From an optimization exercise on the open Yosys and OpenROAD flow, aimed at small area, a short achievable clock period and few clock cycles per item; shortcuts taken in it are not production practice. Only simulation tests tie the RTL to the original design; equivalence was not proved. Power figures rest on the tool's default switching activity, not on a simulated workload.

File: flow/config.mk
export PLATFORM = sky130hd
export DESIGN_NAME = sliding_minute_rate_counter
export DESIGN_NICKNAME = sliding_minute_rate_counter
export VERILOG_FILES = /design/flow/design.v
export SDC_FILE = /design/flow/constraint.sdc
export NUM_CORES = 4
export LEC_CHECK = 0
export CAP_MARGIN = 20
export CORE_MARGIN = 2
export CORE_UTILIZATION = 55
export SETUP_SLACK_MARGIN = 4.8
export SLEW_MARGIN = 20
File: flow/constraint.sdc
create_clock -name core_clock -period 8.0 [get_ports {clock}]
set_input_delay 1.6000 -clock core_clock [delete_from_list [all_inputs] [get_ports {clock}]]
set_output_delay 1.6000 -clock core_clock [all_outputs]
set_load 0.01 [all_outputs]
File: flow/design.v
package smrc_pkg;
   localparam int BUCKETS_DEF = 60;
   localparam logic [6:0] MINUTE_AT_RESET = 7'd61;
   localparam logic [30:0] RATE_MAX = {31{1'b1}};
   localparam int CW = 33;
endpackage
module smrc_add #(
   parameter int W = 32
) (
   input  logic [W-1:0] a,
   input  logic [W-1:0] b,
   input  logic         cin,
   output logic [W-1:0] sum,
   output logic         cout
);
   localparam int L = $clog2(W + 1);
   logic [W:0] g [L+1];
   logic [W:0] p [L+1];
   always_comb begin
      g[0][0] = cin;
      p[0][0] = 1'b0;
      for (int i = 0; i < W; i++) begin
         g[0][i+1] = a[i] & b[i];
         p[0][i+1] = a[i] ^ b[i];
      end
      for (int l = 0; l < L; l++) begin
         for (int i = 0; i <= W; i++) begin
            if (((i >> l) & 1) == 1) begin
               g[l+1][i] = g[l][i] | (p[l][i] & g[l][((i >> l) << l) - 1]);
               p[l+1][i] = p[l][i] & p[l][((i >> l) << l) - 1];
            end else begin
               g[l+1][i] = g[l][i];
               p[l+1][i] = p[l][i];
            end
         end
      end
      for (int i = 0; i < W; i++)
         sum[i] = p[0][i+1] ^ g[L][i];
      cout = g[L][W];
   end
endmodule
import smrc_pkg::*;
module smrc_window #(
   parameter int BUCKETS = smrc_pkg::BUCKETS_DEF
) (
   input  logic               clock,
   input  logic               reset,
   input  logic [BUCKETS-1:0] rd_sel,
   output logic [CW+1:0]      rd_mark,    
   input  logic               en,         
   input  logic               changed,    
   input  logic               clear_all,  
   input  logic [BUCKETS-1:0] sweep,      
   input  logic [CW+1:0]      rd_in,      
   input  logic [CW-1:0]      cum,        
   input  logic [30:0]        wr,         
   output logic [CW-1:0]      mark,       
   output logic               mark_drop   
);
   logic [CW:0]        mem [BUCKETS];     
   logic [BUCKETS-1:0] live, drop;
   logic               mark_ep;
   logic [CW+1:0]      mark_new, mark_sel;
   logic [CW:0]        rd_val;
   logic               rd_live, rd_fwd;
   logic [31:0]        since_q, since_new;   
   logic               ep_q, ep_new, turn;
   assign turn   = en && since_q[31];
   assign ep_new = ep_q ^ turn;
   always_comb begin
      for (int i = 0; i < BUCKETS; i++)
         drop[i] = turn && (mem[i][CW] == ep_new);
   end
   always_comb begin
      since_new = turn ? 32'd0 : since_q;
      if (en && changed)
         since_new = since_new + 32'(wr);
   end
   always_comb begin
      mark_sel = {mark_drop, mark_ep, mark};
      if (en && changed)
         mark_sel = rd_in;
      mark_new = mark_sel;
      if (turn && mark_sel[CW] == ep_new)
         mark_new[CW+1] = 1'b1;
      if (en && clear_all)
         mark_new = {1'b0, ep_new, cum};
   end
   always_comb begin
      rd_val  = '0;
      rd_live = 1'b0;
      for (int i = 0; i < BUCKETS; i++) begin
         rd_val  = rd_val | (mem[i] & {(CW+1){rd_sel[i] && live[i]}});
         rd_live = rd_live | (rd_sel[i] && live[i] && !drop[i]);
      end
      rd_fwd = en && (clear_all || |(rd_sel & sweep));
      if (rd_fwd)
         rd_mark = {1'b0, ep_new, cum};
      else if (rd_live)
         rd_mark = {1'b0, rd_val};
      else
         rd_mark = mark_new;
   end
   always_ff @(posedge clock) begin
      if (reset) begin
         live      <= '0;
         mark      <= '0;
         mark_ep   <= 1'b0;
         mark_drop <= 1'b0;
         ep_q      <= 1'b0;
         since_q   <= '0;
      end else begin
         {mark_drop, mark_ep, mark} <= mark_new;
         ep_q    <= ep_new;
         since_q <= since_new;
         if (en)
            live <= (clear_all ? '0 : (live & ~drop)) | sweep;
      end
   end
   always_ff @(posedge clock) begin
      for (int i = 0; i < BUCKETS; i++)
         if (en && sweep[i])
            mem[i] <= {ep_new, cum};
   end
endmodule
import smrc_pkg::*;
module sliding_minute_rate_counter #(
   parameter int BUCKETS = smrc_pkg::BUCKETS_DEF
) (
   input  logic    clock,
   input  logic    reset,
   input  logic    req_valid,
   output logic    req_stall,
   input  logic [75:0] req_data,
   output logic    rsp_valid,
   input  logic    rsp_stall,
   output logic [93:0] rsp_data
);
   localparam int SEC_W = $clog2(BUCKETS);
   logic            adv;
   logic            skid_vld, out_vld;
   logic [93:0]     skid_q, out_q, res;
   assign adv = !skid_vld;
   logic            in_vld;
   logic            in_pos;
   logic [75:0]     in_q;
   logic [BUCKETS-1:0] in_rsel;
   logic [5:0]      req_sec;
   logic [SEC_W-1:0] req_fold;
   assign req_sec  = req_data[11:6];
   assign req_fold = (req_sec[5:2] == 4'b1111) ? {4'b0000, req_sec[1:0]} : req_sec;
   always_ff @(posedge clock) begin
      if (reset)
         in_vld <= 1'b0;
      else if (adv)
         in_vld <= req_valid;
   end
   always_ff @(posedge clock) begin
      if (adv) begin
         in_q   <= req_data;
         in_pos <= !req_data[75] && (req_data[74:12] != '0);
         for (int i = 0; i < BUCKETS; i++)
            in_rsel[i] <= (req_fold == SEC_W'((i + BUCKETS - 1) % BUCKETS));
      end
   end
   logic [63:0]        inc;
   logic [5:0]         sec_code, minute;
   logic [SEC_W-1:0]   sec_now;
   logic               inc_big;
   logic [31:0]        pend_sum;
   logic [30:0]        pend_new;
   logic [7:0]         min_diff;
   logic               changed, clear_all;
   logic [BUCKETS-1:0] sweep;
   logic [CW+1:0]      rd_mark;
   logic [30:0]        pend_q;
   logic [SEC_W-1:0]   last_sec_q;
   logic [6:0]         last_min_q;
   logic               a_vld, a_chg, a_clr;
   logic [30:0]        a_wr;
   logic [62:0]        a_inc;
   logic [BUCKETS-1:0] a_sweep;
   logic [CW+1:0]      a_rd;
   assign inc      = in_q[75:12];
   assign sec_code = in_q[11:6];
   assign minute   = in_q[5:0];
   assign sec_now  = (sec_code[5:2] == 4'b1111) ? {4'b0000, sec_code[1:0]} : sec_code;
   assign inc_big  = |inc[62:31];
   smrc_add #(.W(31)) u_pend_add (
      .a (pend_q), .b (inc[30:0]), .cin (1'b0),
      .sum (pend_sum[30:0]), .cout (pend_sum[31])
   );
   assign pend_new = !in_pos ? pend_q
                   : ((inc_big || pend_sum[31]) ? RATE_MAX : pend_sum[30:0]);
   assign min_diff  = {2'b00, minute} - {1'b0, last_min_q};
   assign clear_all = $signed(min_diff) > 8'sd1;
   assign changed   = (sec_now != last_sec_q);
   always_comb begin
      for (int i = 0; i < BUCKETS; i++) begin
         if (sec_now >= last_sec_q)
            sweep[i] = (SEC_W'(i) > last_sec_q) && (SEC_W'(i) <= sec_now);
         else
            sweep[i] = (SEC_W'(i) > last_sec_q) || (SEC_W'(i) <= sec_now);
      end
   end
   always_ff @(posedge clock) begin
      if (reset) begin
         pend_q     <= '0;
         last_sec_q <= '0;
         last_min_q <= MINUTE_AT_RESET;
      end else if (adv && in_vld) begin
         last_sec_q <= sec_now;
         if (changed) begin
            pend_q     <= '0;
            last_min_q <= {1'b0, minute};
         end else begin
            pend_q <= pend_new;
         end
      end
   end
   always_ff @(posedge clock) begin
      if (reset)
         a_vld <= 1'b0;
      else if (adv)
         a_vld <= in_vld;
   end
   always_ff @(posedge clock) begin
      if (adv) begin
         a_chg    <= changed;
         a_clr    <= clear_all;
         a_wr     <= pend_new;
         a_sweep  <= changed ? sweep : '0;
         a_rd     <= rd_mark;
         a_inc    <= in_pos ? inc[62:0] : '0;
      end
   end
   logic [CW-1:0]    cum_q, cum_add, mark;
   logic             mark_drop;
   logic [62:0]      b_inc;
   logic             b_vld;
   smrc_window #(
      .BUCKETS (BUCKETS)
   ) u_window (
      .clock     (clock),
      .reset     (reset),
      .rd_sel    (in_rsel),
      .rd_mark   (rd_mark),
      .en        (adv && a_vld),
      .changed   (a_chg),
      .clear_all (a_clr),
      .sweep     (a_sweep),
      .rd_in     (a_rd),
      .cum       (cum_q),
      .wr        (a_wr),
      .mark      (mark),
      .mark_drop (mark_drop)
   );
   smrc_add #(.W(CW)) u_cum_add (
      .a (cum_q), .b (CW'(a_wr)), .cin (1'b0),
      .sum (cum_add), .cout ()
   );
   always_ff @(posedge clock) begin
      if (reset)
         cum_q <= '0;
      else if (adv && a_vld && a_chg)
         cum_q <= cum_add;
   end
   always_ff @(posedge clock) begin
      if (reset)
         b_vld <= 1'b0;
      else if (adv)
         b_vld <= a_vld;
   end
   always_ff @(posedge clock) begin
      if (adv)
         b_inc <= a_inc;
   end
   logic [CW-1:0]    win_full;
   logic [30:0]      c_win;
   logic             c_win_sat;
   logic [62:0]      tot_q;
   logic             tot_sat_q;
   logic [63:0]      tot_sum;
   logic             c_vld;
   smrc_add #(.W(CW)) u_win_sub (
      .a (cum_q), .b (~mark), .cin (1'b1),
      .sum (win_full), .cout ()
   );
   smrc_add #(.W(63)) u_tot_add (
      .a (tot_q), .b (b_inc), .cin (1'b0),
      .sum (tot_sum[62:0]), .cout (tot_sum[63])
   );
   always_ff @(posedge clock) begin
      if (reset) begin
         tot_q     <= '0;
         tot_sat_q <= 1'b0;
      end else if (adv && b_vld) begin
         tot_q <= tot_sum[62:0];
         if (tot_sum[63])
            tot_sat_q <= 1'b1;
      end
   end
   always_ff @(posedge clock) begin
      if (reset)
         c_vld <= 1'b0;
      else if (adv)
         c_vld <= b_vld;
   end
   always_ff @(posedge clock) begin
      if (adv)
      begin
         c_win     <= win_full[30:0];
         c_win_sat <= (|win_full[CW-1:31]) || mark_drop;
      end
   end
   assign res = {tot_q | {63{tot_sat_q}}, c_win | {31{c_win_sat}}};
   logic out_en, push;
   assign push   = adv && c_vld;
   assign out_en = !(out_vld && rsp_stall);
   always_ff @(posedge clock) begin
      if (reset) begin
         out_vld  <= 1'b0;
         skid_vld <= 1'b0;
      end else begin
         if (out_en)
            out_vld <= skid_vld || push;
         skid_vld <= out_vld && rsp_stall && (skid_vld || push);
      end
   end
   always_ff @(posedge clock) begin
      if (out_en)
         out_q <= skid_vld ? skid_q : res;
      if (!skid_vld)
         skid_q <= res;
   end
   assign req_stall = skid_vld;
   assign rsp_valid = out_vld;
   assign rsp_data  = out_q;
endmodule
File: flow/run.sh
#!/bin/bash
# synth_recipe.tcl (not shown) runs the flow's synth.tcl, then flattens the netlist and writes it again
# the make line also repeats each setting of config.mk as NAME=value (left out here)
make -C /OpenROAD-flow-scripts/flow DESIGN_CONFIG=/design/flow/config.mk WORK_HOME=/design/flow/orfs CLKGATE_MAP_FILE= SYNTH_SCRIPT=/design/flow/synth_recipe.tcl finish
==> results of run 1 <==
## timing repair
action,4_1_cts,5_1_grt
endpoints found under the hold margin,0,0
pin swaps,53,149
cloned,13,19
setup endpoints to repair,1509,397
gates resized for setup,565,290
buffers inserted,114,90
## cell families (layout without fill, tap and decap cells)
family          after synthesis  in the layout
xor+xnor                    193            193
simple gates               1994           1997
flops                      2924           2924
mux                          35             35
buf+inv                     575           1296
other cells                   0             22
compound gates             2068           2068
fa+ha+maj                   230            230
## final cells by class
| type | count | share of cell area, % |
|---|---|---|
| Clock buffer | 415 | 6.42 |
| Sequential cell | 2924 | 62.0 |
| Tap cell | 2805 | 2.58 |
| Inverter | 121 | 0.357 |
| Clock inverter | 136 | 0.921 |
| Multi-Input combinational cell | 4523 | 22.8 |
| Timing Repair Buffer | 624 | 4.86 |
| Antenna cell | 22 | 0.0405 |
## worst paths after layout
kind              startpoint   endpoint  cells after the start
setup / recovery    cum_q[1]  c_win_sat                     16
hold / removal      a_inc[2]   b_inc[2]                      0
setup reg to reg    cum_q[1]  c_win_sat                     16
hold reg to reg     a_inc[2]   b_inc[2]                      0
## layout by cell type, fill, tap and decap left out, types with 46 or more instances in the layout
cell,Yosys,routed
a31oi_1,81,77
buf_12,0,48
a21oi_1,355,323
a22oi_1,765,762
nand2_1,559,538
nor3_1,86,78
a221oi_1,148,140
clkbuf_1,390,71
nor4_1,80,52
buf_6,0,56
nand3_1,183,177
ha_1,200,167
clkbuf_16,0,348
o21ai_0,247,233
xor2_1,112,111
dfxtp_1,368,326
buf_2,9,49
edfxtp_1,2556,2556
nand4_1,197,197
and2_4,0,82
and2_2,0,46
inv_1,116,111
clkdlybuf4s50_1,0,78
a21o_1,61,61
clkinv_1,4,61
and2_1,225,97
buf_4,1,290
a22o_1,156,156
nor2_1,523,515
xnor2_1,81,75
## metrics by stage
| step | area (um2) | total power [uW] |
|---|---|---|
| after CTS | 133000 | 34100 |
| final | 136000 | 34300 |
| after detailed placement | 121000 | 19900 |
| after floorplan | 115000 | 18800 |
| after global routing | 136000 | 35000 |
| after global placement | 121000 | 19900 |
## state kept, by name, summed over array words and instances, names as in the netlist, 63 cells and up
register / cells
skid_q: 94
tot_q: 63
u_window.mem: 2040
in_q: 75
out_q: 94
a_inc: 63
b_inc: 63
## layer usage
layer	vias up	wire length, um	share of wire (%)	track usage, %
met3	1715	70900	15	13.8
met2	7171	196000	42	60.5
met1	40700	165000	35	56.8
met5	-	501	0.11	0
li1	32300	-	-	-
met4	28	32800	7.1	23.3
## power by group through the flow
stage          combinational, uW  sequential [uW]  clock, uW
2_1_floorplan                902            17900          0
3_3_place_gp                1800            18100          0
3_5_place_dp                1830            18100          0
4_1_cts                     2000            17700      14300
5_1_grt                     2310            17800      14900
6_report                    2240            17700      14400
==> flow_metrics.tcl, run 1 <==
set metrics [dict create \
    drv_cap 0 \
    synth.area.mux_share_pct 0.304 \
    ys_ff_latch 2924 \
    ys_types 85 \
    switching_share_pct 22.9 \
    seqCellArea_um2 84200 \
    cp.required_ns 8.71 \
    setup_slack_ns 4.35 \
    synth-edff-count 2556 \
    crit_path_cell_trace "ha_4 -> nor2b_4 -> o21ai_2 -> a21boi_2 -> o41ai_2 -> buf_4 -> a21o_1 -> o21ai_2 -> o31a_1 -> a221o_1 -> a211oi_2 -> o21ba_2 -> fa_2 -> xor2_2 -> xnor2_1 -> nand3b_1" \
    path_max_fanout 2 \
    p_sw_uw 7860 \
    finish.utilization_pct 65.0 \
    synth_largest_area_cell "edfxtp_1" \
    clock-root-buffer "clkbuf_16" \
    synth_commonest_cells "2,556 x edfxtp_1, 765 x a22oi_1, 559 x nand2_1" \
    groute.usage.overall_pct 42.1 \
    place_congestion 0.905 \
    fillCellCount 15200 \
    coreArea_um2 209000 \
    relSlewSlack_pct 8.39 \
    power.density_nw_per_um2 253 \
    combinationalPowerShare_pct 6.5 \
    multi_input_area_um2 31000 \
    synth_ff_type "edfxtp_1" \
    critPathCaptureType "flop" \
    preCtsSetupSlack_ns 2.97 \
    peakVddDrop_uv 310 \
    syn_to_final_growth_pct 17.9 \
    seq_area_frac_synth_pct 73.0 \
    cp_top_family "compound AO/OA/AOI/OAI gates" \
    post-synth-top-count-cell "edfxtp_1" \
    vias_per_cell 7.09 \
    antenna_found_initial 25 \
    period_minus_slack_ns 3.65 \
    postSynthAreaPerCell_um2 14.4 \
    status "timing/DRC/antenna clean" \
    drc 0 \
    seqPwrFrac_pct 51.6 \
    worstMarginPinSlew_ns 1.37 \
    synth_top_area_share_pct 66.6 \
    die_x_um 462 \
    rsz0062_at_grt "true" \
    grt_pass1_vias 74400 \
    drv_slew 0 \
    slowest_stage "a221o_1" \
    dp_cells 10800 \
    yosys.area_share.simple_pct 8.24 \
    grt_pass1_wl_um 610000 \
    syn_inst 8019 \
    cp_common_cell "o21ai_2" \
    period_share_pct 45.6 \
    synth_fp_nets 8319 \
    die_h_um 462 \
    worst_hold_slack_ns 0.414 \
    start_util_pct 55.2 \
    power_frac_clock_pct 41.8 \
    layout-drive-gt1-share_pct 15.6 \
    dp_hpwl_um 245000 \
    grt_overflow_total 0 \
    via_count 82000 \
    path_buf_inv 1 \
    synth_top_family_by_area "compound AO/OA/AOI/OAI gates" \
    yosys_warnings 12 \
    nNetsFinal 8811 \
    ctsHoldBuffers 0 \
    hold_path.class "reg2reg" \
    wire_per_inst_um 40.2 \
    finalSetupViolations 0 \
    cts_buffer_depth 4 \
    insertion_delay_ns 0.96 \
    syn_area_um2 115000 \
    rows 168 \
    clock_skew_ns 0.0601 \
    worstPathArrival_ns 4.36 \
    setup_tns_ns 0 \
    rrSetupSlack_ns 4.35 \
    async_flop_share_pct 0 \
    max_stage_delay_ns 0.39 \
    max_freq_mhz 274 \
    cts.sinks 2924 \
    clkTransAtPathRegs_ns 0.06 \
    numCtsBuffers 317 \
    path_class "reg2reg" \
    portBuffers 175 \
    hold_violations 0 \
    p_leak_uw 0.0478 \
    post_layout_nonfiller_instances 11600 \
    drtPass1Iterations 9 \
    yosys.area_share.adder_pct 2.61 \
    synth_xor_area_share_pct 1.47 \
    grt_max_degree 145 \
    ant_nets 0 \
    cp-start-kind "flop" \
    drtIter0Drc 16000 \
    io_pins 176 \
    htree_levels 5 \
    synth_compound_area_share_pct 12.5 \
    p_int_uw 26500 \
    cts_tree "built" \
    wirelength_um 465000 \
    die-area_um2 213000 \
    synth_area_leaders "edfxtp_1 67%, dfxtp_1 6.4%, a22oi_1 5.0%" \
]
Testbench counts, summed over its fixed seeds: cycles 2,440, items 2,400.
==> run 2: changes to the inputs <==
--- a/flow/config.mk
+++ b/flow/config.mk
@@ -5,6 +5,7 @@
 export SDC_FILE = /design/flow/constraint.sdc
 export NUM_CORES = 4
 export LEC_CHECK = 0
+export ABC_AREA = 1
 export CAP_MARGIN = 20
 export CORE_MARGIN = 2
 export CORE_UTILIZATION = 55
==> run 2 against run 1 <==
Against the previous run: first-iteration DRC count up 6.4%; still clean on timing, DRC and antenna; critical endpoint is now u_window.mem[0][23]; sequential power about the same; routed wire length up 1.2%.
==> flow_metrics.tcl, run 2 <==
set metrics [dict create \
    cp.required_ns 8.54 \
    power_frac_clock_pct 40.6 \
    ctsHoldBuffers 0 \
    clock_skew_ns 0.0748 \
    synth_ff_type "edfxtp_1" \
    final_common_cell "nand2_1" \
    rsz0062_at_grt "true" \
    fillCellCount 16900 \
    drv_slew 0 \
    grt_max_degree 173 \
    post-synth-top-count-cell "nand2_1" \
    wire_per_inst_um 34.0 \
    ys_types 61 \
    rr_endpoint "u_window.mem[0][23]" \
    synth_fp_nets 10600 \
    syn_to_final_growth_pct 14.1 \
    clock-root-buffer "clkbuf_16" \
    portBuffers 175 \
    holdPathEnd "b_inc[28]" \
    min_from "a_inc[28]" \
    synth-edff-count 2556 \
    die-area_um2 222000 \
    combinationalPowerShare_pct 7.3 \
    p_leak_uw 0.0541 \
    worstMarginPinSlew_ns 1.30 \
    postSynthAreaPerCell_um2 11.7 \
    seqPwrFrac_pct 52.1 \
    groute.usage.overall_pct 41.2 \
    relSlewSlack_pct 13.6 \
    syn_area_um2 120000 \
    cts.sinks 2924 \
    clkTransAtPathRegs_ns 0.06 \
    start_util_pct 55.4 \
    synth_commonest_cells "2,829 x nand2_1, 2,556 x edfxtp_1, 835 x inv_1" \
    hold_path.class "reg2reg" \
    insertion_delay_ns 0.96 \
    dp_hpwl_um 270000 \
    finalSetupViolations 0 \
    ys_ff_latch 2924 \
    top_register "u_window.mem" \
    synth_largest_area_cell "edfxtp_1" \
    io_pins 176 \
    rrSetupSlack_ns 4.63 \
    layout-drive-gt1-share_pct 9.75 \
    p_sw_uw 8230 \
    die_x_um 472 \
    power.density_nw_per_um2 251 \
    grt_overflow_total 0 \
    drc 0 \
    async_flop_share_pct 0 \
    status "timing/DRC/antenna clean" \
    dp_cells 13200 \
    peakVddDrop_uv 202 \
    coreArea_um2 217000 \
    antenna_found_initial 38 \
    drtPass1Iterations 7 \
    critPathCaptureType "flop" \
    setup_tns_ns 0 \
    nNetsFinal 11000 \
    die_h_um 472 \
    most-common-layout-cells "2,808 x nand2_1, 2,556 x edfxtp_1, 764 x inv_1, 607 x nor2_1, 516 x a21oi_1" \
    synth_area_leaders "edfxtp_1 64%, nand2_1 8.8%, dfxtp_1 6.1%" \
    drv_cap 0 \
    r2r_cells 8 \
    synth_top_area_share_pct 63.8 \
    p_int_uw 26200 \
    grt_pass1_wl_um 634000 \
    via_count 90100 \
    vias_per_cell 6.51 \
    path_max_fanout 23 \
    syn_inst 10300 \
    path_class "reg2reg" \
    yosys_warnings 12 \
    max_freq_mhz 297 \
    ant_nets 0 \
    r2r_start "skid_vld" \
    wirelength_um 470000 \
    htree_levels 5 \
    post_layout_nonfiller_instances 13800 \
    cp-start-kind "flop" \
    switching_share_pct 23.9 \
    cts_tree "built" \
    seq_area_frac_synth_pct 69.9 \
    worstPathArrival_ns 3.90 \
    hold_violations 0 \
    rows 171 \
    largestRegisters "u_window.mem x2040, out_q x94, skid_q x94" \
    grt_pass1_vias 81500 \
    numCtsBuffers 317 \
    cts_buffer_depth 4 \
    place_congestion 0.948 \
    largest_register_ffs 2040 \
    period_minus_slack_ns 3.37 \
    period_share_pct 42.1 \
    drtIter0Drc 17000 \
    whs_path_depth 0 \
]
-- run 2: cell types whose count changed in the layout (fill, tap and decap cells not counted), sizes merged, moves of 45 or more --
| cell | change |
|---|---|
| a31oi | -66 |
| a221oi | +183 |
| xnor2 | -55 |
| buf | -158 |
| and2 | -223 |
| xor2 | -70 |
| a22oi | -763 |
| nor2 | +135 |
| a21oi | +151 |
| nand2 | +2274 |
| inv | +758 |
| nand3 | +301 |
| nor4 | -45 |
-- run 2: per-layer routing --
layer / vias up / track usage [%] / wire length, um
met5: - / 0 / 209
met4: 32 / 19.0 / 26200
met3: 1413 / 12.1 / 70100
met2: 7365 / 60.4 / 201000
met1: 43900 / 56.9 / 173000
li1: 37400 / - / -
-- run 2: worst max-delay path by stage --
stage | slack (ns) | cells after the start | end | startpoint
2_1_floorplan | 4.81 | 10 | c_win[16] | cum_q[9]
3_3_place_gp | 3.15 | 16 | a_rd[18] | a_vld
3_5_place_dp | 3.13 | 16 | a_rd[10] | a_vld
4_1_cts | 4.74 | 15 | a_rd[0] | u_window.since_q[31]
5_1_grt | 4.73 | 17 | a_rd[14] | u_window.since_q[31]
6_report | 4.63 | 8 | u_window.mem[0][23] | skid_vld
-- run 2: power groups by stage --
stage,logic [uW],clock network [uW],registers [uW]
2_1_floorplan,1150,0,18200
3_3_place_gp,2320,0,18200
3_5_place_dp,2350,0,18200
4_1_cts,2370,14000,17900
5_1_grt,2640,14500,18000
6_report,2520,14000,17900
-- run 2: what timing repair did --
action,CTS,global route
hold endpoints to repair,0,0
pin swaps,6,17
cloned,9,12
resized for setup,392,108
endpoints found under the setup margin,1680,375
setup buffers,26,34
-- run 2: logic make-up (layout without fill, tap and decap cells) --
kind of cell / after synthesis / after routing / synth area share, %
other: 0 / 14 / 0
buffers and inverters: 1287 / 1924 / 4.11
AOI/OAI and AO/OA: 1508 / 1508 / 8.27
xor gates and xnor gates: 68 / 68 / 0.495
and+or+nand+nor: 4315 / 4322 / 14.8
DFF: 2924 / 2924 / 69.9
adders and majority gates: 223 / 223 / 2.44
-- run 2: metrics by stage --
step / area [um2] / setup WS, ns / hold WS, ns / utilization [%] / power [uW]
floorplan: 120000 / 4.81 / 0.400 / - / 19300
global placement: 126000 / 3.15 / 0.401 / 58.0 / 20500
detailed placement: 126000 / 3.13 / 0.405 / 58.0 / 20600
CTS: 136000 / 4.74 / 0.388 / 62.8 / 34300
global route: 137000 / 4.73 / 0.408 / 63.2 / 35100
finish: 137000 / 4.63 / 0.389 / 63.2 / 34400
-- run 2: worst max-delay path: stages, from the launching register on --
cell,delay [ns]
dfxtp_4,0.36
buf_12,0.14
buf_12,0.15
clkinv_16,0.08
nand2_8,0.09
buf_4,0.16
buf_4,0.13
nor2_4,0.93
buf_4,0.79
-- run 2: final cells by class --
type	instances	area, um2	share of cell area [%]
inverters	896	3580	2.61
multi-input cells	6121	31800	23.1
clock inverters	148	1140	0.830
repair inverters	3	38.8	0.0283
repair buffers	472	4490	3.27
well taps	2854	3570	2.60
clock buffers	405	8490	6.18
diodes	14	35.0	0.0255
flip-flops and latches	2924	84200	61.3
==> run 3: changes to the inputs <==
--- a/flow/config.mk
+++ b/flow/config.mk
@@ -8,6 +8,8 @@
 export ABC_AREA = 1
 export CAP_MARGIN = 20
 export CORE_MARGIN = 2
-export CORE_UTILIZATION = 55
+export CORE_UTILIZATION = 68
+export CTS_CLUSTER_DIAMETER = 100
+export CTS_CLUSTER_SIZE = 24
 export SETUP_SLACK_MARGIN = 4.8
 export SLEW_MARGIN = 20
==> run 3 against run 2 <==
Against the previous run: still clean on timing, DRC and antenna; worst hold slack improved by 0.025 ns; clock skew fell by 0.025 ns; sequential power barely moved; final cell count fell by 6.6%; core utilization rose by 11 points; sequential share of layout area rose by 3.1 points; combinational power fell by 3%; die area fell by 19%; critical path type unchanged; critical endpoint is now a_rd[5].
==> flow_metrics.tcl, run 3 <==
set metrics [dict create \
    largestRegisters "u_window.mem x2040, out_q x94, skid_q x94" \
    cts_buffer_depth 3 \
    numCtsBuffers 141 \
    antenna_found_initial 16 \
    syn_to_final_growth_pct 8.64 \
    startpoint "in_rsel[40]" \
    top_register "u_window.mem" \
    rsz0062_at_grt "true" \
    vias_per_cell 7.02 \
    portBuffers 175 \
    grt_max_degree 96 \
    nNetsFinal 10800 \
    hold_violations 0 \
    seq_area_frac_synth_pct 69.9 \
    critPathCaptureType "flop" \
    via_count 90700 \
    die_x_um 425 \
    io_pins 176 \
    drtIter0Drc 19100 \
    fillCellCount 11200 \
    hold_path.class "reg2reg" \
    wire_per_inst_um 34.1 \
    clkTransAtPathRegs_ns 0.10 \
    worstPathArrival_ns 4.07 \
    r2r_start "in_rsel[40]" \
    gr-max-usage-layer "met2" \
    grt_pass1_vias 83300 \
    async_flop_share_pct 0 \
    ys_types 61 \
    start_util_pct 68.4 \
    cp_common_cell "nand2_1" \
    largest_register_ffs 2040 \
    synth_ff_type "edfxtp_1" \
    most-common-layout-cells "2,814 x nand2_1, 2,556 x edfxtp_1, 761 x inv_1, 612 x nor2_1, 516 x a21oi_1" \
    use_met1_pct 61.1 \
    yosys_warnings 12 \
    coreArea_um2 176000 \
    peakVddDrop_uv 300 \
    final_common_cell "nand2_1" \
    insertion_delay_ns 0.90 \
    htree_levels 4 \
    clock_skew_ns 0.0493 \
    power.total_uw 28600 \
    max_freq_mhz 299 \
    path_class "reg2reg" \
    period_share_pct 41.8 \
    status "timing/DRC/antenna clean" \
    slowest_stage "buf_4" \
    grt_util_met2_pct 67.9 \
    p_leak_uw 0.0511 \
    groute.usage.overall_pct 47.9 \
    ys_ff_latch 2924 \
    synth_fp_nets 10600 \
    cts.sinks 2924 \
    rrSetupSlack_ns 4.66 \
    period_minus_slack_ns 3.34 \
    rows 154 \
    cp-start-kind "flop" \
    ant_nets 0 \
    setup_tns_ns 0 \
    clock-root-buffer "clkbuf_16" \
    finalSetupViolations 0 \
    max_stage_delay_ns 0.68 \
    use_met3_pct 20.0 \
    worstMarginPinSlew_ns 1.36 \
    power.density_nw_per_um2 219 \
    layout-drive-gt1-share_pct 6.80 \
    syn_area_um2 120000 \
    cts_tree "built" \
    crit_path_cell_trace "nand2_1 -> inv_2 -> buf_4 -> nand2_1 -> nand4_1 -> nor3_1 -> nand2_1 -> nor2_1 -> nand2_1 -> o21ai_0 -> nand2_1 -> nand2_1 -> nand2_1" \
    grt_pass1_wl_um 601000 \
    synth_largest_area_cell "edfxtp_1" \
    wirelength_um 440000 \
    drc 0 \
    drv_cap 0 \
    die-area_um2 180000 \
    cp.required_ns 8.73 \
    syn_inst 10300 \
    die_h_um 425 \
    relSlewSlack_pct 9.13 \
    drv_slew 0 \
    drtPass1Iterations 9 \
    post-synth-top-count-cell "nand2_1" \
    synth_top_area_share_pct 63.8 \
    path_max_fanout 20 \
    dp_hpwl_um 248000 \
    place_congestion 0.947 \
    grt_overflow_total 0 \
    min_from "a_inc[48]" \
    synth-edff-count 2556 \
    postSynthAreaPerCell_um2 11.7 \
    synth_commonest_cells "2,829 x nand2_1, 2,556 x edfxtp_1, 835 x inv_1" \
    synth_area_leaders "edfxtp_1 64%, nand2_1 8.8%, dfxtp_1 6.1%" \
]
==> run 3: per-layer routing <==
layer	up-vias	wire [um]	share of wire [%]
met1	42500	140000	32
met4	31	37600	8.5
met3	2362	80500	18
met2	9190	182000	41
li1	36700	-	-
met5	-	574	0.13
==> run 3: final cells by class <==
cell class / instances / area [um2] / area share (%)
multi-input combinational: 6123 / 31700 / 24.3
sequential: 2924 / 84200 / 64.4
tap: 2340 / 2930 / 2.24
inverter: 896 / 3600 / 2.75
timing repair inverter: 2 / 23.8 / 0.0182
timing repair buffer: 421 / 4130 / 3.16
antenna: 18 / 45.0 / 0.0345
clock buffer: 184 / 3710 / 2.84
clock inverter: 22 / 359 / 0.275
==> run 3: timing repair <==
item / 4_1_cts / 5_1_grt
pin swaps: 8 / 9
setup endpoints to repair: 1872 / 226
endpoints found under the hold margin: 0 / 0
gates cloned: 12 / 7
gates resized for setup: 280 / 109
buffers inserted: 20 / 25
hold buffers: 0 / 0
==> run 3: worst max-delay path: cells and delay by family (launching register included) <==
family / cells / cell delay [ns]
AOI/OAI and AO/OA: 1 / 0.18
buffers and inverters: 2 / 1.25
DFF: 1 / 0.47
and+or+nand+nor: 10 / 1.28
==> run 3: path summary, 6_finish.rpt <==
check                           cells past startpoint   endpoint
worst min-delay path                                0  b_inc[48]
worst max register to register                     13    a_rd[5]
worst max-delay path                               13    a_rd[5]
worst min register to register                      0  b_inc[48]
==> run 3: power breakdown <==
group	internal, uW	switching [uW]	leakage [uW]
logic	641	1810	0.0219
registers	17500	408	0.0272
clock network	3380	4830	0.00195
==> run 3: kinds of logic (layout without fill, tap and decap cells) <==
| kind of cell | Yosys count | count (layout) | share of synthesized area (%) |
|---|---|---|---|
| flops | 2924 | 2924 | 69.9 |
| xor+xnor | 68 | 68 | 0.495 |
| fa+ha+maj | 223 | 223 | 2.44 |
| other cells | 0 | 18 | 0 |
| compound gates | 1508 | 1508 | 8.27 |
| buf+inv | 1287 | 1525 | 4.11 |
| simple gates | 4315 | 4324 | 14.8 |
==> run 3: per-stage QoR <==
step                      setup WS (ns)  utilization, %  std cells  instance area, um2  hold WS, ns
after detailed placement           3.14            71.1      12600              125000        0.405
after global placement             3.22            71.1      12600              125000        0.401
after CTS                          4.79            73.8      12900              130000        0.421
final                              4.66            74.3      12900              131000        0.414
after floorplan                    4.81               -      10300              120000        0.400
after global routing               4.72            74.3      12900              131000        0.432
==> run 4: changes to the inputs <==
--- a/flow/config.mk
+++ b/flow/config.mk
@@ -8,7 +8,7 @@
 export ABC_AREA = 1
 export CAP_MARGIN = 20
 export CORE_MARGIN = 2
-export CORE_UTILIZATION = 68
+export CORE_UTILIZATION = 62
 export CTS_CLUSTER_DIAMETER = 100
 export CTS_CLUSTER_SIZE = 24
 export SETUP_SLACK_MARGIN = 4.8
==> run 4 against run 3 <==
Against the previous run: total power grew 0.24%; largest power group unchanged; setup slack gained 0.070 ns; still clean on timing, DRC and antenna; sequential power is essentially flat.
==> flow_metrics.tcl, run 4 <==
set metrics [dict create \
    clock-root-buffer "clkbuf_16" \
    groute.usage.overall_pct 43.9 \
    stdcell_area_um2 131000 \
    drv_cap 0 \
    grt_max_degree 84 \
    synth_top_area_share_pct 63.8 \
    syn_to_final_growth_pct 9.10 \
    max_stage_delay_ns 0.50 \
    place_area_um2 125000 \
    synth_ff_type "edfxtp_1" \
    die_x_um 444 \
    io_pins 176 \
    min_from "a_inc[61]" \
    portBuffers 175 \
    dp_hpwl_um 250000 \
    seqPwrFrac_pct 62.6 \
    seq_area_frac_synth_pct 69.9 \
    period_share_pct 40.9 \
    vias_per_cell 6.75 \
    place_congestion 0.951 \
    drc 0 \
    worstMarginPinSlew_ns 1.30 \
    via_count 88700 \
    cts.sinks 2924 \
    synth_commonest_cells "2,829 x nand2_1, 2,556 x edfxtp_1, 835 x inv_1" \
    grt_overflow_total 0 \
    grt_pass1_vias 80600 \
    relSlewSlack_pct 13.2 \
    finalSetupViolations 0 \
    drtPass1Iterations 9 \
    critPathCaptureType "flop" \
    path_max_fanout 24 \
    clock_skew_ns 0.0289 \
    yosys_warnings 12 \
    numCtsBuffers 141 \
    slowest_stage "buf_4" \
    ys_ff_latch 2924 \
    die-area_um2 198000 \
    post-synth-top-count-cell "nand2_1" \
    wire_per_inst_um 33.7 \
    most-common-layout-cells "2,807 x nand2_1, 2,556 x edfxtp_1, 761 x inv_1, 605 x nor2_1, 515 x a21oi_1" \
    path_class "reg2reg" \
    layout-drive-gt1-share_pct 7.19 \
    peakVddDrop_uv 241 \
    htree_levels 4 \
    combinationalPowerShare_pct 8.6 \
    power_frac_clock_pct 28.8 \
    worstPathArrival_ns 3.89 \
    ant_nets 0 \
    max_freq_mhz 305 \
    insertion_delay_ns 0.89 \
    antenna_found_initial 23 \
    drv_slew 0 \
    syn_area_um2 120000 \
    cts_buffer_depth 3 \
    cp_common_cell "nand2_1" \
    final_common_cell "nand2_1" \
    p_sw_uw 7100 \
    crit_path_cell_trace "nand2_1 -> clkinv_2 -> buf_4 -> a221oi_1 -> nand2_1 -> nor2_1 -> nand2_1 -> nor2_2 -> nand2_1 -> nand3_1 -> nand2_1" \
    hold_path.class "reg2reg" \
    p_leak_uw 0.0513 \
    synth_area_leaders "edfxtp_1 64%, nand2_1 8.8%, dfxtp_1 6.1%" \
    rows 161 \
    drtIter0Drc 17000 \
    nNetsFinal 10800 \
    grt_pass1_wl_um 603000 \
    synth_fp_nets 10600 \
    cp-start-kind "flop" \
    postSynthAreaPerCell_um2 11.7 \
    clkTransAtPathRegs_ns 0.10 \
    ys_types 61 \
    die_h_um 444 \
    r2r_start "in_rsel[17]" \
    power.density_nw_per_um2 218 \
    largest_register_ffs 2040 \
    synth_largest_area_cell "edfxtp_1" \
    synth-edff-count 2556 \
    hold_violations 0 \
    wirelength_um 443000 \
    rsz0062_at_grt "true" \
    startpoint "in_rsel[17]" \
    p_int_uw 21600 \
    switching_share_pct 24.8 \
    async_flop_share_pct 0 \
    top_register "u_window.mem" \
    period_minus_slack_ns 3.27 \
    cp.required_ns 8.62 \
    status "timing/DRC/antenna clean" \
    largestRegisters "u_window.mem x2040, out_q x94, skid_q x94" \
    cts_tree "built" \
    coreArea_um2 193000 \
    syn_inst 10300 \
    setup_tns_ns 0 \
    start_util_pct 62.5 \
]
-- run 4: cell counts after synthesis --
No cell type changed its count.
-- run 4: kinds of logic after synthesis --
kind of cell / synth area share (%)
simple gates: 14.8
buf+inv: 4.11
xor+xnor: 0.495
fa+ha+maj: 2.44
flops: 69.9
compound gates: 8.27
-- run 4: metrics by stage --
stage                     hold slack [ns]  setup slack [ns]  utilization [%]  std cells  power, uW
final                               0.411              4.73             68.1      13100      28700
after floorplan                     0.400              4.81                -      10300      19300
after global routing                0.417              4.72             68.1      13100      29300
after CTS                           0.417              4.72             67.6      13100      28400
after global placement              0.400              3.15             65.0      12800      20500
after detailed placement            0.405              3.07             65.0      12800      20500
-- run 4: repair_timing --
action,4_1_cts,5_1_grt
cloned,11,14
hold buffers,0,0
setup endpoints to repair,1750,221
pin swaps,7,23
buffers inserted,25,35
resized for setup,292,134
-- run 4: layout make-up --
| cell class | count | area, um2 |
|---|---|---|
| repair buffers | 442 | 4400 |
| flip-flops and latches | 2924 | 84200 |
| inverters | 896 | 3510 |
| multi-input cells | 6122 | 31800 |
| diodes | 14 | 35.0 |
| clock buffers | 193 | 3750 |
| well taps | 2526 | 3160 |
| fillers | 14000 | 61400 |
| clock inverters | 19 | 352 |
| repair inverters | 4 | 43.8 |
-- run 4: critical path, delay by kind of cell, from the launching register on --
kind	cells	cell delay (ns)
AO/OA/AOI/OAI	1	0.44
AND/OR/NAND/NOR	8	1.27
buffers and inverters	2	0.87
flip-flops	1	0.43
-- run 4: routing by layer --
layer  vias to the layer above  track usage [%]  share of wire [%]
met4                        32             24.3                7.1
met1                     42600             59.6                 35
li1                      36700                -                  -
met3                      1634             13.9                 16
met5                         -            0.244              0.063
met2                      7662             63.4                 42
-- run 4: power by group through the flow --
stage / sequential (uW) / combinational (uW) / clock, uW
5_1_grt: 18000 / 2600 / 8710
6_report: 17900 / 2480 / 8250
2_1_floorplan: 18200 / 1150 / 0
3_5_place_dp: 18300 / 2270 / 0
4_1_cts: 17900 / 2290 / 8200
3_3_place_gp: 18300 / 2230 / 0
-- run 4: final timing paths --
path	endpoint	slack [ns]	cells past startpoint
min	b_inc[61]	0.41	0
max	a_rd[32]	4.73	11
max reg2reg	a_rd[32]	4.73	11
min reg2reg	b_inc[61]	0.41	0

separate check: timing with driven ports:
No port has a modelled driver above. Below, the same layouts with a new extraction and two added sets of constraints. Step 1 (the two cells are an assumption about what drives the block):
set clk [get_ports {clock}]
set_driving_cell -lib_cell sky130_fd_sc_hd__clkbuf_16 $clk
set_driving_cell -lib_cell sky130_fd_sc_hd__buf_2 [delete_from_list [all_inputs] $clk]
Step 2 moves the port delays by t, midway between the first and last clock arrival at a register: inputs arrive t later, outputs are due t later. That takes back most of the time a late clock gives input paths. a / b / c = ideal / step 1 / step 2; a / b = the first two.
run	t, ns	setup slack, ns	slew at the worst register clock pin (ns)	worst data-port slew with drivers (ns)
run 1	1.030	4.350 / 4.350 / 4.070	0.07 / 0.07	0.05
run 2	1.026	4.633 / 4.633 / 4.076	0.07 / 0.07	0.05
run 3	0.966	4.656 / 4.656 / 4.042	0.11 / 0.11	0.05
run 4	0.965	4.726 / 4.726 / 4.078	0.11 / 0.11	0.05
After both steps setup and hold are still met in every run listed. For run 4, which loses most, drivers alone change the setup slack by 0.000 ns; drivers and shift together by -0.648 ns.
